What follows belongs to an exercise in optimizing a design on an open flow for small area, a short achievable clock period and few clock cycles per item; a production flow would make more cautious choices. The RTL was checked by simulation tests, not by an equivalence proof against the original design. Power is estimated from default activity; no workload was simulated.

==> run P <==
## mac_ci
module mac_ci (
    input  logic        clk,
    input  logic        reset,
    input  logic        clk_en,
    input  logic        start,
    input  logic [2:0]  n,
    input  logic [31:0] dataa,
    input  logic [31:0] datab,
    output logic [31:0] result,
    output logic        done
);
Settings: LEC_CHECK=0, ABC_AREA=1, CAP_MARGIN=20, CORE_MARGIN=2, CORE_UTILIZATION=40, PLACE_DENSITY=0.7, SETUP_SLACK_MARGIN=4.25, SLEW_MARGIN=20; clock period 10.0 ns.
standard.sh (not shown) runs the stock make flow with config.mk's settings and CLKGATE_MAP_FILE= SYNTH_SCRIPT=/design/flow/synth_recipe.tcl, a recipe that flattens the netlist after the stock synthesis.
==> flow/flow/run.sh <==
#!/bin/bash
# Standard synthesis, then a clean-up of the combinational logic: inverter clean-up around
# the full-adder cells (fixinv.py) and a re-run of ABC with adders and registers kept
# (reabc.sh), twice; then the standard layout from the cleaned netlist.
set -euo pipefail
R=orfs/results/sky130hd/mac_ci/base
L=orfs/logs/sky130hd/mac_ci/base
bash standard.sh synth > synth_std.log 2>&1
cp $R/1_2_yosys.v $R/1_2_yosys_std.v
python3 flow/fixinv.py $R/1_2_yosys_std.v $R/1_2_fix1.v > fixinv1.log 2>&1
bash flow/reabc.sh $R/1_2_fix1.v $R/1_2_abc1.v $L/1_2_yosys.log > reabc1.log 2>&1
python3 flow/fixinv.py $R/1_2_abc1.v $R/1_2_fix2.v > fixinv2.log 2>&1
bash flow/reabc.sh $R/1_2_fix2.v $R/1_2_yosys.v $L/1_2_yosys.log > reabc2.log 2>&1
rm -f $R/1_synth.odb $R/1_synth.sdc
bash standard.sh "BUFFER_PORTS_ARGS=-buffer_cell sky130_fd_sc_hd__buf_2" finish > finish.log 2>&1
Other scripts of this flow, unchanged in this note and not shown: flow/flow/fixinv.py, flow/flow/reabc.sh
==> inputs of run C, as changes to run P <==
--- a/flow/config.mk
+++ b/flow/config.mk
@@ -10,5 +10,4 @@
 export CORE_MARGIN = 2
 export CORE_UTILIZATION = 40
-export PLACE_DENSITY = 0.7
-export SETUP_SLACK_MARGIN = 4.25
+export SETUP_SLACK_MARGIN = 4.45
 export SLEW_MARGIN = 20
==> notes.md <==
quantity                                                                                       run P                  run C
Clock network area share                                                                      2.020%                 1.682%
Initial antenna violation count                                                                    1                      3
Crit-path slowest cell                                                        sky130_fd_sc_hd__buf_2  sky130_fd_sc_hd__fa_1
Count of buffers added by post-CTS timing repair for setup                                        37                     78
Layout Skew                                                                               0.01651 ns            0.009368 ns
Number of design-rule violations left by the first detailed-router iteration                    3511                   2953
CTS clk-pin slew, worst paths                                                                0.09 ns                0.08 ns
Worst-case register-to-register setup slack                                                  6.47 ns                6.38 ns
Period utilization                                                                            57.91%                 56.29%
Non-clk invs                                                                                     245                    249
Part of the power in the clock network                                                          7.7%                   6.7%
Critical Path Start                                                                        dataa[25]              datab[17]
Met1 wire length                                                                            43.03 mm               44.08 mm
Run status                                                                            finished clean         finished clean
Worst slack after detailed placement                                                        2.931 ns               2.640 ns
Switch Pwr                                                                                   5356 uW                5544 uW
Post-layout power                                                                           10340 uW               10740 uW
Testbench counts of run P, summed over its fixed seeds: cycles 9,658, ops 4,829.
Testbench counts of run C, summed over its fixed seeds: cycles 9,658, ops 4,829.

========
==> inputs of job 4774 <==
Another version of the RTL of mac_ci (not shown whole).
Settings: LEC_CHECK=0, ABC_AREA=1, CAP_MARGIN=20, CORE_MARGIN=2, CORE_UTILIZATION=60, PLACE_DENSITY=0.75, SETUP_SLACK_MARGIN=4.4, SLEW_MARGIN=20; clock period 10.0 ns.
==> flow/flow/run.sh <==
#!/bin/bash
# Standard synthesis, then an inverter clean-up around the full-adder cells (fixinv.py),
# then the standard layout from the cleaned netlist.
set -euo pipefail
R=orfs/results/sky130hd/mac_ci/base
bash standard.sh synth > synth_std.log 2>&1
cp $R/1_2_yosys.v $R/1_2_yosys_std.v
python3 flow/fixinv.py $R/1_2_yosys_std.v $R/1_2_yosys.v > fixinv.log 2>&1
rm -f $R/1_synth.odb $R/1_synth.sdc
bash standard.sh "BUFFER_PORTS_ARGS=-buffer_cell sky130_fd_sc_hd__buf_2" finish > finish.log 2>&1
Other scripts of this flow, unchanged in this note and not shown: flow/flow/fixinv.py
==> job 8391: changes against job 4774 <==
Settings changed: CORE_UTILIZATION 60 to 40, PLACE_DENSITY 0.75 to default, SETUP_SLACK_MARGIN 4.4 to 4.
==> job 7719: changes against job 4774 <==
Settings changed: CORE_UTILIZATION 60 to 40, PLACE_DENSITY 0.75 to default.
==> job 8641: changes against job 4774 <==
Settings changed: CORE_UTILIZATION 60 to 40, CTS_BUF_LIST from default to sky130_fd_sc_hd__clkbuf_8, CTS_CLUSTER_SIZE from default to 30, PLACE_DENSITY 0.75 to default.
==> flow_summary_export.csv <==
group,metric,value,unit
run_status,outcome,"no timing/DRC/antenna violations",
floorplanning,fp.coreArea,78700,um2
placement,dpl.hpwl,92.6,mm
critical_path,crit_path_end_kind,"primary output",
detailed_routing,vias,29118,
final_layout,n_clock_buffer,35,
global_routing,grt_max_degree,71,
final_layout,seq-cell-share,0.121,
placement,place_area,33100,um2
sta,fmax,177,MHz
critical_path,critPathTopFamily,"simple AND/OR/NAND/NOR gates",
power,ir_worst_vdd,0.230,mV
final_layout,buffers,259,
# the run above: job 7719

==> flow_summary_export.csv <==
group,metric,value,unit
run_status,outcome,"no timing/DRC/antenna violations",
critical_path,crit_path_max_fanout,26,
global_routing,overflow,0,
global_routing,grt_max_degree,67,
placement,dpl.hpwl,91.8,mm
clock_network,cts_setup_buffers,12,
final_layout,buffers,208,
yosys,syn_inst,3679,
global_routing,grt_use_met1,0.405,
final_layout,n_clock_buffer,38,
final_layout,seq-cell-share,0.127,
yosys,syn_area,31700,um2
placement,place_area,33100,um2
critical_path,critPathTopFamily,"adder cells",
detailed_routing,vias,28543,
global_routing,grt_util_met2,0.481,
floorplanning,fp.coreArea,78700,um2
sta,fmax,168,MHz
# the run above: job 8391

==> flow_summary_export.csv <==
group,metric,value,unit
run_status,outcome,"no timing/DRC/antenna violations",
clock_network,clkLatencyLatePin,650,ps
yosys,syn_area,31700,um2
global_routing,grt_max_degree,71,
placement,dpl.hpwl,92.6,mm
sta,fmax,176,MHz
final_layout,seq-cell-share,0.123,
floorplanning,fp.coreArea,78700,um2
final_layout,n_clock_buffer,51,
critical_path,crit_path_end_kind,"primary output",
final_layout,fin_util,0.456,
placement,place_area,33100,um2
critical_path,critPathTopFamily,"adder cells",
# the run above: job 8641

==> flow_summary_export.csv <==
group,metric,value,unit
run_status,outcome,"no timing/DRC/antenna violations",
global_routing,grt_max_degree,70,
placement,place_area,32700,um2
floorplanning,nWellTaps,688,
final_layout,mostFrequentLayoutCells,"495 x o22ai_1, 474 x fa_1, 440 x nand2_1",
critical_path,crit_path_max_fanout,5,
critical_path,critPathTopFamily,"adder cells",
placement,dpl.hpwl,87.3,mm
final_layout,seq-cell-share,0.124,
sta,fmax,177,MHz
final_layout,n_clock_buffer,34,
detailed_routing,vias,29911,
clock_network,ctsHoldBuffers,0,
power,ir_worst_vdd,0.272,mV
floorplanning,fp.coreArea,52400,um2
# the run above: job 4774

Testbench counts of job 4774, summed over its fixed seeds: cycles 9,658, ops 4,829.
Testbench counts of job 8391, summed over its fixed seeds: cycles 9,658, ops 4,829.
Testbench counts of job 7719, summed over its fixed seeds: cycles 9,658, ops 4,829.
Testbench counts of job 8641, summed over its fixed seeds: cycles 9,658, ops 4,829.

-- separate check: timing with driven ports --
No port has a modelled driver above. Below, the same layouts with a new extraction and two added sets of constraints.
Step 1 (the two cells are an assumption about what drives the block):
set clk [get_ports {clk}]
set_driving_cell -lib_cell sky130_fd_sc_hd__clkbuf_16 $clk
set_driving_cell -lib_cell sky130_fd_sc_hd__buf_2 [delete_from_list [all_inputs] $clk]
Step 2 times the ports against the registers' clock, not the clock port: input delays grow and output delays shrink by t, the midpoint of the rising clock arrivals with the driver on.
a / b / c = ideal ports / drivers / drivers and shift; a / b = the first two.
| run | shift t [ns] | setup WS [ns] | worst slew at a driven data input, ns |
|---|---|---|---|
| run P | 0.559 | 4.209 / 4.243 / 3.684 | 0.09 |
| run C | 0.546 | 4.371 / 4.372 / 3.825 | 0.18 |
| job 4774 | 0.625 | 4.342 / 4.277 / 3.861 | 0.05 |
| job 8391 | 0.642 | 4.040 / 4.034 / 3.440 | 0.11 |
| job 7719 | 0.651 | 4.345 / 4.279 / 3.831 | 0.11 |
| job 8641 | 0.692 | 4.306 / 4.239 / 3.668 | 0.11 |
After both steps setup and hold are still met in every run listed. For job 8641, which loses most, drivers alone change the setup slack by -0.067 ns; drivers and shift together by -0.638 ns.
